This design comes from an exercise in tuning for small area, a short achievable clock period and few clock cycles on the open sky130 flow, not from production work.
In this exercise RTL edits were held to simulation tests only and were not proved equivalent to the original.
Power figures rest on the tool's default switching activity, not on a simulated workload.

### flow/design.v
package ifs_pkg;
    localparam int WORD_W = 32;
    localparam int CNT_W  = 6;
    typedef enum logic [2:0] {
        SEL_LENGTH = 3'd0,
        SEL_ONES   = 3'd1,
        SEL_ZEROS  = 3'd2,
        SEL_OPCODE = 3'd3,
        SEL_STARTS = 3'd4
    } word_sel_t;
    localparam logic KIND_OPCODE = 1'b0;
    localparam logic KIND_ARG    = 1'b1;
    typedef struct packed {
        logic              en;
        logic [3:0]        index;
        word_sel_t         sel;
        logic [WORD_W-1:0] value;
    } wr_t;
    typedef struct packed {
        logic              push;
        logic              data_bit;
        logic [CNT_W-1:0]  count;
        logic [WORD_W-1:0] pending;
        logic              clear;
    } acc_t;
    typedef struct packed {
        logic [WORD_W-1:0] ones;
        logic [WORD_W-1:0] zeros;
        logic [WORD_W-1:0] opcode;
        logic [WORD_W-1:0] starts;
    } entry_t;
endpackage
module ifs_matcher #(
    parameter int TEMPLATES = 16,
    parameter int IDX_W     = (TEMPLATES > 1) ? $clog2(TEMPLATES) : 1
) (
    input  logic                 clk,
    input  logic                 rst_n,
    input  ifs_pkg::wr_t         wr,
    input  ifs_pkg::acc_t        acc,
    output logic                 hit,
    output logic [IDX_W-1:0]     hit_index,
    input  logic [IDX_W-1:0]     rd_index,
    output ifs_pkg::entry_t      rd_entry
);
    logic [ifs_pkg::CNT_W-1:0]  len_reg    [TEMPLATES];
    logic [ifs_pkg::WORD_W-1:0] ones_reg   [TEMPLATES];
    logic [ifs_pkg::WORD_W-1:0] zeros_reg  [TEMPLATES];
    logic [ifs_pkg::WORD_W-1:0] opcode_reg [TEMPLATES];
    logic [ifs_pkg::WORD_W-1:0] starts_reg [TEMPLATES];
    logic [TEMPLATES-1:0]       ok_ones_reg;
    logic [TEMPLATES-1:0]       ok_zeros_reg;
    logic [TEMPLATES-1:0]       ok_ones_next;
    logic [TEMPLATES-1:0]       ok_zeros_next;
    logic [TEMPLATES-1:0]       lane_hit;
    logic [ifs_pkg::WORD_W-1:0] low_mask;
    logic [ifs_pkg::CNT_W-1:0]  count_inc;
    logic [4:0]                 pos;
    logic                       wr_hit;
    logic [IDX_W-1:0]           widx;
    logic                       ones_fit;
    logic                       zeros_fit;
    assign pos       = acc.count[4:0];
    assign count_inc = acc.count + ifs_pkg::CNT_W'(1);
    assign wr_hit    = wr.en && (32'(wr.index) < TEMPLATES);
    assign widx      = IDX_W'(wr.index);
    always_comb
    begin
        for (int i = 0; i < ifs_pkg::WORD_W; i++)
        begin
            low_mask[i] = (ifs_pkg::CNT_W'(i) < acc.count);
        end
    end
    assign ones_fit  = ((~acc.pending & wr.value & low_mask) == '0);
    assign zeros_fit = ((acc.pending & wr.value & low_mask) == '0);
    always_comb
    begin
        for (int t = 0; t < TEMPLATES; t++)
        begin
            ok_ones_next[t]  = ok_ones_reg[t] & ~(ones_reg[t][pos] & ~acc.data_bit);
            ok_zeros_next[t] = ok_zeros_reg[t] & ~(zeros_reg[t][pos] & acc.data_bit);
            lane_hit[t]      = ok_ones_next[t] & ok_zeros_next[t]
                               & (len_reg[t] == count_inc);
        end
    end
    always_comb
    begin
        hit_index = '0;
        for (int t = TEMPLATES - 1; t >= 0; t--)
        begin
            if (lane_hit[t])
            begin
                hit_index = IDX_W'(t);
            end
        end
    end
    assign hit = acc.push && (lane_hit != '0);
    always_ff @(posedge clk or negedge rst_n)
    begin
        if (!rst_n)
        begin
            for (int t = 0; t < TEMPLATES; t++)
            begin
                len_reg[t]    <= '0;
                ones_reg[t]   <= '0;
                zeros_reg[t]  <= '0;
                opcode_reg[t] <= '0;
                starts_reg[t] <= '0;
            end
            ok_ones_reg  <= '1;
            ok_zeros_reg <= '1;
        end
        else
        begin
            if (acc.clear)
            begin
                ok_ones_reg  <= '1;
                ok_zeros_reg <= '1;
            end
            else if (acc.push)
            begin
                ok_ones_reg  <= ok_ones_next;
                ok_zeros_reg <= ok_zeros_next;
            end
            if (wr_hit)
            begin
                case (wr.sel)
                    ifs_pkg::SEL_LENGTH:
                    begin
                        len_reg[widx] <= wr.value[ifs_pkg::CNT_W-1:0];
                    end
                    ifs_pkg::SEL_ONES:
                    begin
                        ones_reg[widx]    <= wr.value;
                        ok_ones_reg[widx] <= ones_fit;
                    end
                    ifs_pkg::SEL_ZEROS:
                    begin
                        zeros_reg[widx]    <= wr.value;
                        ok_zeros_reg[widx] <= zeros_fit;
                    end
                    ifs_pkg::SEL_OPCODE:
                    begin
                        opcode_reg[widx] <= wr.value;
                    end
                    ifs_pkg::SEL_STARTS:
                    begin
                        starts_reg[widx] <= wr.value;
                    end
                    default:
                    begin
                    end
                endcase
            end
        end
    end
    assign rd_entry.ones   = ones_reg[rd_index];
    assign rd_entry.zeros  = zeros_reg[rd_index];
    assign rd_entry.opcode = opcode_reg[rd_index];
    assign rd_entry.starts = starts_reg[rd_index];
endmodule
module instruction_format_splitter_core #(
    parameter int MAX_BITS  = 32,
    parameter int TEMPLATES = 16
) (
    input  logic        clk,
    input  logic        rst_n,
    input  logic        in_valid,
    output logic        in_stall,
    input  logic        mode,
    input  logic        data_bit,
    input  logic [3:0]  entry_index,
    input  logic [2:0]  word_select,
    input  logic [31:0] word_value,
    output logic        out_valid,
    input  logic        out_stall,
    output logic        field_kind,
    output logic [31:0] field_value,
    output logic [5:0]  field_width,
    output logic [3:0]  format_number,
    output logic        last
);
    localparam int LEN_CAP = (MAX_BITS < 32) ? MAX_BITS : 32;
    localparam int IDX_W   = (TEMPLATES > 1) ? $clog2(TEMPLATES) : 1;
    typedef enum logic [2:0] {
        S_IDLE,
        S_LOAD_OP,
        S_SCAN_OP,
        S_EMIT_OP,
        S_LOAD_ARG,
        S_SCAN_ARG,
        S_EMIT_LAST
    } state_t;
    state_t                     state_reg;
    logic [ifs_pkg::WORD_W-1:0] pending_reg;
    logic [ifs_pkg::WORD_W-1:0] pending_next;
    logic [ifs_pkg::CNT_W-1:0]  count_reg;
    logic [IDX_W-1:0]           fmt_reg;
    logic [ifs_pkg::WORD_W-1:0] bits_sr_reg;
    logic [ifs_pkg::WORD_W-1:0] ones_sr_reg;
    logic [ifs_pkg::WORD_W-1:0] zeros_sr_reg;
    logic [ifs_pkg::WORD_W-1:0] op_sr_reg;
    logic [ifs_pkg::WORD_W-1:0] st_sr_reg;
    logic [ifs_pkg::CNT_W-1:0]  pos_reg;
    logic [ifs_pkg::WORD_W-1:0] op_val_reg;
    logic [ifs_pkg::CNT_W-1:0]  op_w_reg;
    logic [ifs_pkg::WORD_W-1:0] arg_val_reg;
    logic [ifs_pkg::CNT_W-1:0]  arg_w_reg;
    logic                       has_arg_reg;
    logic                       open_reg;
    logic                       out_valid_reg;
    logic                       out_kind_reg;
    logic [ifs_pkg::WORD_W-1:0] out_value_reg;
    logic [ifs_pkg::CNT_W-1:0]  out_width_reg;
    logic [3:0]                 out_fmt_reg;
    logic                       out_last_reg;
    ifs_pkg::wr_t               wr;
    ifs_pkg::acc_t              acc;
    ifs_pkg::entry_t            rd_entry;
    logic                       hit;
    logic [IDX_W-1:0]           hit_index;
    logic                       accept;
    logic                       slot_free;
    logic                       finish;
    logic                       cur_bit;
    logic                       is_arg;
    logic                       scan_end;
    logic                       out_load;
    assign in_stall  = (state_reg != S_IDLE);
    assign accept    = in_valid && !in_stall;
    assign slot_free = !out_valid_reg || !out_stall;
    assign pending_next = pending_reg
                          | (ifs_pkg::WORD_W'(data_bit) << count_reg[4:0]);
    assign wr.en    = accept && mode;
    assign wr.index = entry_index;
    assign wr.sel   = ifs_pkg::word_sel_t'(word_select);
    assign wr.value = word_value;
    assign acc.push     = accept && !mode && (count_reg < ifs_pkg::CNT_W'(LEN_CAP));
    assign acc.data_bit = data_bit;
    assign acc.count    = count_reg;
    assign acc.pending  = pending_reg;
    assign acc.clear    = finish;
    assign cur_bit  = bits_sr_reg[0];
    assign is_arg   = !(ones_sr_reg[0] | zeros_sr_reg[0]);
    assign scan_end = (pos_reg == count_reg);
    assign finish = slot_free
                    && (((state_reg == S_EMIT_OP) && !has_arg_reg)
                        || (state_reg == S_EMIT_LAST));
    assign out_load = slot_free
                      && ((state_reg == S_EMIT_OP)
                          || (state_reg == S_EMIT_LAST)
                          || ((state_reg == S_SCAN_ARG) && !scan_end
                              && is_arg && open_reg && st_sr_reg[0]));
    ifs_matcher #(
        .TEMPLATES (TEMPLATES),
        .IDX_W     (IDX_W)
    ) u_matcher (
        .clk       (clk),
        .rst_n     (rst_n),
        .wr        (wr),
        .acc       (acc),
        .hit       (hit),
        .hit_index (hit_index),
        .rd_index  (fmt_reg),
        .rd_entry  (rd_entry)
    );
    always_ff @(posedge clk or negedge rst_n)
    begin
        if (!rst_n)
        begin
            state_reg     <= S_IDLE;
            pending_reg   <= '0;
            count_reg     <= '0;
            out_valid_reg <= 1'b0;
            has_arg_reg   <= 1'b0;
            open_reg      <= 1'b0;
        end
        else
        begin
            out_valid_reg <= out_load || (out_valid_reg && out_stall);
            case (state_reg)
                S_IDLE:
                begin
                    if (acc.push)
                    begin
                        pending_reg <= pending_next;
                        count_reg   <= count_reg + ifs_pkg::CNT_W'(1);
                        if (hit)
                        begin
                            fmt_reg   <= hit_index;
                            state_reg <= S_LOAD_OP;
                        end
                    end
                end
                S_LOAD_OP, S_LOAD_ARG:
                begin
                    bits_sr_reg  <= pending_reg;
                    ones_sr_reg  <= rd_entry.ones;
                    zeros_sr_reg <= rd_entry.zeros;
                    op_sr_reg    <= rd_entry.opcode;
                    st_sr_reg    <= rd_entry.starts;
                    pos_reg      <= '0;
                    if (state_reg == S_LOAD_OP)
                    begin
                        op_val_reg  <= '0;
                        op_w_reg    <= '0;
                        has_arg_reg <= 1'b0;
                        state_reg   <= S_SCAN_OP;
                    end
                    else
                    begin
                        arg_val_reg <= '0;
                        arg_w_reg   <= '0;
                        open_reg    <= 1'b0;
                        state_reg   <= S_SCAN_ARG;
                    end
                end
                S_SCAN_OP:
                begin
                    if (scan_end)
                    begin
                        state_reg <= S_EMIT_OP;
                    end
                    else
                    begin
                        if (op_sr_reg[0])
                        begin
                            op_val_reg[op_w_reg[4:0]] <= cur_bit;
                            op_w_reg <= op_w_reg + ifs_pkg::CNT_W'(1);
                        end
                        has_arg_reg  <= has_arg_reg | is_arg;
                        bits_sr_reg  <= bits_sr_reg >> 1;
                        ones_sr_reg  <= ones_sr_reg >> 1;
                        zeros_sr_reg <= zeros_sr_reg >> 1;
                        op_sr_reg    <= op_sr_reg >> 1;
                        st_sr_reg    <= st_sr_reg >> 1;
                        pos_reg      <= pos_reg + ifs_pkg::CNT_W'(1);
                    end
                end
                S_EMIT_OP:
                begin
                    if (slot_free)
                    begin
                        out_kind_reg  <= ifs_pkg::KIND_OPCODE;
                        out_value_reg <= op_val_reg;
                        out_width_reg <= op_w_reg;
                        out_fmt_reg   <= 4'(fmt_reg);
                        out_last_reg  <= !has_arg_reg;
                        if (has_arg_reg)
                        begin
                            state_reg <= S_LOAD_ARG;
                        end
                        else
                        begin
                            pending_reg <= '0;
                            count_reg   <= '0;
                            state_reg   <= S_IDLE;
                        end
                    end
                end
                S_SCAN_ARG:
                begin
                    if (scan_end)
                    begin
                        state_reg <= S_EMIT_LAST;
                    end
                    else if (!(is_arg && open_reg && st_sr_reg[0]) || slot_free)
                    begin
                        if (is_arg)
                        begin
                            if (open_reg && st_sr_reg[0])
                            begin
                                out_kind_reg  <= ifs_pkg::KIND_ARG;
                                out_value_reg <= arg_val_reg;
                                out_width_reg <= arg_w_reg;
                                out_fmt_reg   <= 4'(fmt_reg);
                                out_last_reg  <= 1'b0;
                                arg_val_reg   <= ifs_pkg::WORD_W'(cur_bit);
                                arg_w_reg     <= ifs_pkg::CNT_W'(1);
                            end
                            else if (!open_reg)
                            begin
                                open_reg    <= 1'b1;
                                arg_val_reg <= ifs_pkg::WORD_W'(cur_bit);
                                arg_w_reg   <= ifs_pkg::CNT_W'(1);
                            end
                            else
                            begin
                                arg_val_reg[arg_w_reg[4:0]] <= cur_bit;
                                arg_w_reg <= arg_w_reg + ifs_pkg::CNT_W'(1);
                            end
                        end
                        bits_sr_reg  <= bits_sr_reg >> 1;
                        ones_sr_reg  <= ones_sr_reg >> 1;
                        zeros_sr_reg <= zeros_sr_reg >> 1;
                        op_sr_reg    <= op_sr_reg >> 1;
                        st_sr_reg    <= st_sr_reg >> 1;
                        pos_reg      <= pos_reg + ifs_pkg::CNT_W'(1);
                    end
                end
                S_EMIT_LAST:
                begin
                    if (slot_free)
                    begin
                        out_kind_reg  <= ifs_pkg::KIND_ARG;
                        out_value_reg <= arg_val_reg;
                        out_width_reg <= arg_w_reg;
                        out_fmt_reg   <= 4'(fmt_reg);
                        out_last_reg  <= 1'b1;
                        pending_reg   <= '0;
                        count_reg     <= '0;
                        state_reg     <= S_IDLE;
                    end
                end
                default:
                begin
                    state_reg <= S_IDLE;
                end
            endcase
        end
    end
    assign out_valid     = out_valid_reg;
    assign field_kind    = out_kind_reg;
    assign field_value   = out_value_reg;
    assign field_width   = out_width_reg;
    assign format_number = out_fmt_reg;
    assign last          = out_last_reg;
endmodule
### flow/run.sh
#!/bin/bash
# synth_recipe.tcl (not shown) runs the flow's synth.tcl, then flattens the netlist and writes it again
# the make line also repeats each setting of config.mk as NAME=value (left out here)
make -C /OpenROAD-flow-scripts/flow DESIGN_CONFIG=/design/flow/config.mk WORK_HOME=/design/flow/orfs CLKGATE_MAP_FILE= SYNTH_SCRIPT=/design/flow/synth_recipe.tcl finish
### flow/config.mk
export PLATFORM = sky130hd
export DESIGN_NAME = instruction_format_splitter_core
export DESIGN_NICKNAME = instruction_format_splitter_core
export VERILOG_FILES = /design/flow/design.v
export SDC_FILE = /design/flow/constraint.sdc
export NUM_CORES = 4
export LEC_CHECK = 0
export CAP_MARGIN = 20
export CORE_MARGIN = 2
export CORE_UTILIZATION = 40
export SLEW_MARGIN = 20
### flow/constraint.sdc
create_clock -name core_clock -period 6.0 [get_ports {clk}]
set_input_delay 1.2000 -clock core_clock [delete_from_list [all_inputs] [get_ports {clk}]]
set_output_delay 1.2000 -clock core_clock [all_outputs]
set_load 0.01 [all_outputs]
==> results.sh <==
export IMPL_outcome="no timing/DRC/antenna violations"
export IMPL_synth_top_family_by_area="multiplexers"
export IMPL_netlist_area_um2=119000
export IMPL_pwr_share_clk=0.370
export IMPL_setup_violations_final=0
export IMPL_placementRows=199
export IMPL_overflow=0
export IMPL_cts_repair_resized=0
export IMPL_slew_violations=0
export IMPL_dr_pass1_iters=8
export IMPL_reg2regPathDepth=12
export IMPL_clk_latency_ps=900
export IMPL_p_int_mw=32.3
export IMPL_tns_ps=0
export IMPL_drtAntennaViolNets=0
export IMPL_area_growth_syn_to_layout_pct=12.1
export IMPL_power_frac_seq=0.431
export IMPL_wl_per_cell_um=33.1
export IMPL_core_area_um2=295000
export IMPL_dp_hpwl_um=265000
export IMPL_post_cts_setup_buffers=0
export IMPL_die_y_um=549
export IMPL_yosys_area_share_adder=0.00179
export IMPL_async_flop_share=0.884
export IMPL_crit_path_end_kind="flip-flop"
export IMPL_antenna_found_initial=37
export IMPL_synth_xor_area_frac=0.0101
export IMPL_synthMuxAreaShare=0.244
export IMPL_fin_crit_ps=5150
export IMPL_vias=86500
export IMPL_swShare=0.314
export IMPL_start_util=0.403
export IMPL_synth_compound_area_frac=0.111
export IMPL_finalHoldViolations=0
export IMPL_ir_drop_v=0.000499
export IMPL_synth_seq_cells=2510
export IMPL_vias_per_cell=6.52
export IMPL_power_leakage_nw=59.7
export IMPL_cts_tree="built"
export IMPL_grt_pass1_wl_um=631000
export IMPL_maxCapViolations=0
export IMPL_grt_pass1_vias=85900
export IMPL_required_ps=6520
export IMPL_max_clock_freq_mhz=194
export IMPL_synth_nets=9369
export IMPL_p_sw_mw=14.8
export IMPL_synth_edf_count=290
export IMPL_critPathLaunchType="flip-flop"
export IMPL_power_frac_comb=0.199
export IMPL_final_common_cell="dfrtp_1"
export IMPL_port_buffers=90
export IMPL_ys_seq_area_frac=0.542
export IMPL_yosysUniqueCellTypes=102
export IMPL_min_path_type="primary input to asynchronous set/reset pin"
export IMPL_cts_sink_count=2510
export IMPL_layout_drive_gt1_share=0.342
export IMPL_drtIter0Drc=11500
export IMPL_clock_path_buffers=4
export IMPL_yosys_most_used_dff="dfrtp_1"
export IMPL_synth_warnings=7
export IMPL_final_area_um2=133000
export IMPL_numCtsBuffers=280
export IMPL_p_per_area_nw_per_um2=354
export IMPL_critPathMaxFanout=23
export IMPL_ios=91
export IMPL_cp_arrival_ps=5670
export IMPL_rsz0062_at_grt="false"
export IMPL_drc=0
export IMPL_cts_hold_buf=0
export IMPL_die_area_um2=301000
export IMPL_h_tree_depth=5
export IMPL_finalWirelength_um=439000
export IMPL_fin_crit_sh=0.858
export IMPL_grt_util_all_layers=0.286
export IMPL_clock_skew_ps=89.8
export IMPL_place_congestion=0.979
export IMPL_grt_start_max_net_pins=190
export IMPL_die_w_um=549
export IMPL_final_cell_mix="dfrtp_1, mux2_2, a22oi_1"
export IMPL_syn_inst=9307
export IMPL_cts_root_buf="clkbuf_16"
export IMPL_fin_nets=9165
export IMPL_path_class="flip-flop to flip-flop"
export IMPL_synthSimpleGateAreaFrac=0.0543
export IMPL_syn_avg_cell_area_um2=12.7
export IMPL_relSlewSlack=0.223
export IMPL_dpl_instance_area_um2=124000
export IMPL_clkTransAtPathRegs_ps=60
export IMPL_worstMarginPinSlew_ps=1140
-- path summary, 6_finish.rpt --
path	end	startpoint	slack, ps
hold reg to reg	u_matcher.starts_reg[4][4]	u_matcher.starts_reg[4][4]	480
hold / removal	u_matcher.zeros_reg[4][17]	rst_n	150
min in group core_clock	u_matcher.starts_reg[4][4]	u_matcher.starts_reg[4][4]	480
setup / recovery	fmt_reg[2]	count_reg[0]	850
max in group asynchronous	count_reg[1]	rst_n	3540
setup reg to reg	fmt_reg[2]	count_reg[0]	850
-- Yosys cell counts, types with 11 or more instances --
master    instances  area [um^2]
a21oi_1         232         1160
mux4_2          177         3990
xor2_1           57          499
inv_1            39          146
nor2b_1          13         81.3
nand4_1         193         1210
nand3_1         165          826
a22oi_1         776         5830
buf_1            45          169
buf_12           18          360
o22a_1           12          105
o22ai_1         166         1040
nor3_1           43          215
o211ai_1         22          165
mux4_1           13          342
mux2_1           17          191
o21ai_0         322         1610
clkbuf_1        681         2560
and2_1           18          113
nor4_1           18          113
nand2_1         637         2390
mux2i_1         132         1320
a221oi_1        108          946
edfxtp_1        290         8710
o21ai_1          31          155
dfrtp_1        2188        54800
mux2_2         2052        23100
buf_6            21          236
ha_1             17          213
o221ai_1         19          166
nor2_1          219          822
a22o_1          108          946
dfstp_2          32          841
and3_1           15         93.8
a31oi_1          16          100
buf_8            11          165
nand2b_1         14         87.6
buf_2           100          500
buf_4            16          120
a211o_1          13          114
a211oi_1         21          158
xnor2_1          62          543
-- power by group through the flow --
stage	registers (mW)	logic [mW]	clock network [mW]
2_1_floorplan	20.0	5.88	0
3_3_place_gp	20.4	9.09	0
3_5_place_dp	20.5	9.17	0
4_1_cts	20.2	9.20	17.6
5_1_grt	20.4	9.84	18.3
6_report	20.3	9.38	17.4
-- metrics by stage --
| stage | std cells | hold WS, ps | setup slack (ps) | utilization | total power, mW |
|---|---|---|---|---|---|
| floorplan | 9307 | 424 | 579 | - | 25.9 |
| global placement | 12700 | 462 | 807 | 0.420 | 29.5 |
| detailed placement | 12700 | 470 | 767 | 0.420 | 29.7 |
| CTS | 13200 | 124 | 1050 | 0.451 | 47.0 |
| global route | 13200 | 137 | 697 | 0.451 | 48.6 |
| finish | 13300 | 153 | 849 | 0.452 | 47.1 |
-- routing by layer --
layer,vias to the layer above,global-route usage,part of all wire
met2,5371,0.427,0.44
met5,-,0,0.00027
li1,34500,-,-
met3,1095,0.0785,0.11
met4,18,0.124,0.049
met1,45500,0.389,0.40
-- worst max-delay path, stage by stage, from the launching register on --
cell and delay [ps]:
dfrtp_4 970, buf_12 290, buf_4 230, mux4_1 740, a211oi_1 770, a221oi_1 320
buf_4 240, nand4b_1 230, o21bai_2 200, nor4_1 110, a31oi_1 300, buf_4 180
and2_1 220
-- cell families (layout without fill, tap and decap cells) --
kind of cell             Yosys count  after routing
adder cells (fa/ha/maj)           17             17
flip-flops                      2510           2510
XOR/XNOR                         126            126
other                              0             11
multiplexers                    2391           2391
AO/OA/AOI/OAI                   1925           1925
buffers and inverters            945            964
AND/OR/NAND/NOR                 1393           1393
-- area by class of cell --
class                   instances  area (um^2)
clock buffers                 418         8370
multi-input cells            5852        50600
clock inverters                87          822
well taps                    3919         4900
inverters                      44          165
repair buffers                415         3840
diodes                         11         27.5
flip-flops and latches       2510        64300
fillers                     26300       162000
Testbench counts, summed over its fixed seeds: cycles 127,911.

==> what the ideal ports hide <==
No port has a modelled driver above. Below, the same layout with a new extraction and two added sets of constraints. Step 1 sets driving cells, clkbuf_16 on the clock port and buf_2 on the other inputs (assumed; they add their load-dependent delay and slew). Step 2, shift: input delay + t, output delay - t, t = (earliest + latest rising clock arrival at the registers) / 2. This alone moves slack from input paths to output paths. Three values: ideal ports, drivers, drivers and shift; two values: the first two.
shift t [ns]: 0.964
setup slack, ns: 0.849 / 0.849 / 0.581
clock arrival spread, ns: 0.091 / 0.091
cell pins on the clock port's net: 1
After both steps this run still meets setup and hold. For this run, drivers alone change the setup slack by 0.000 ns; drivers and shift together by -0.268 ns.
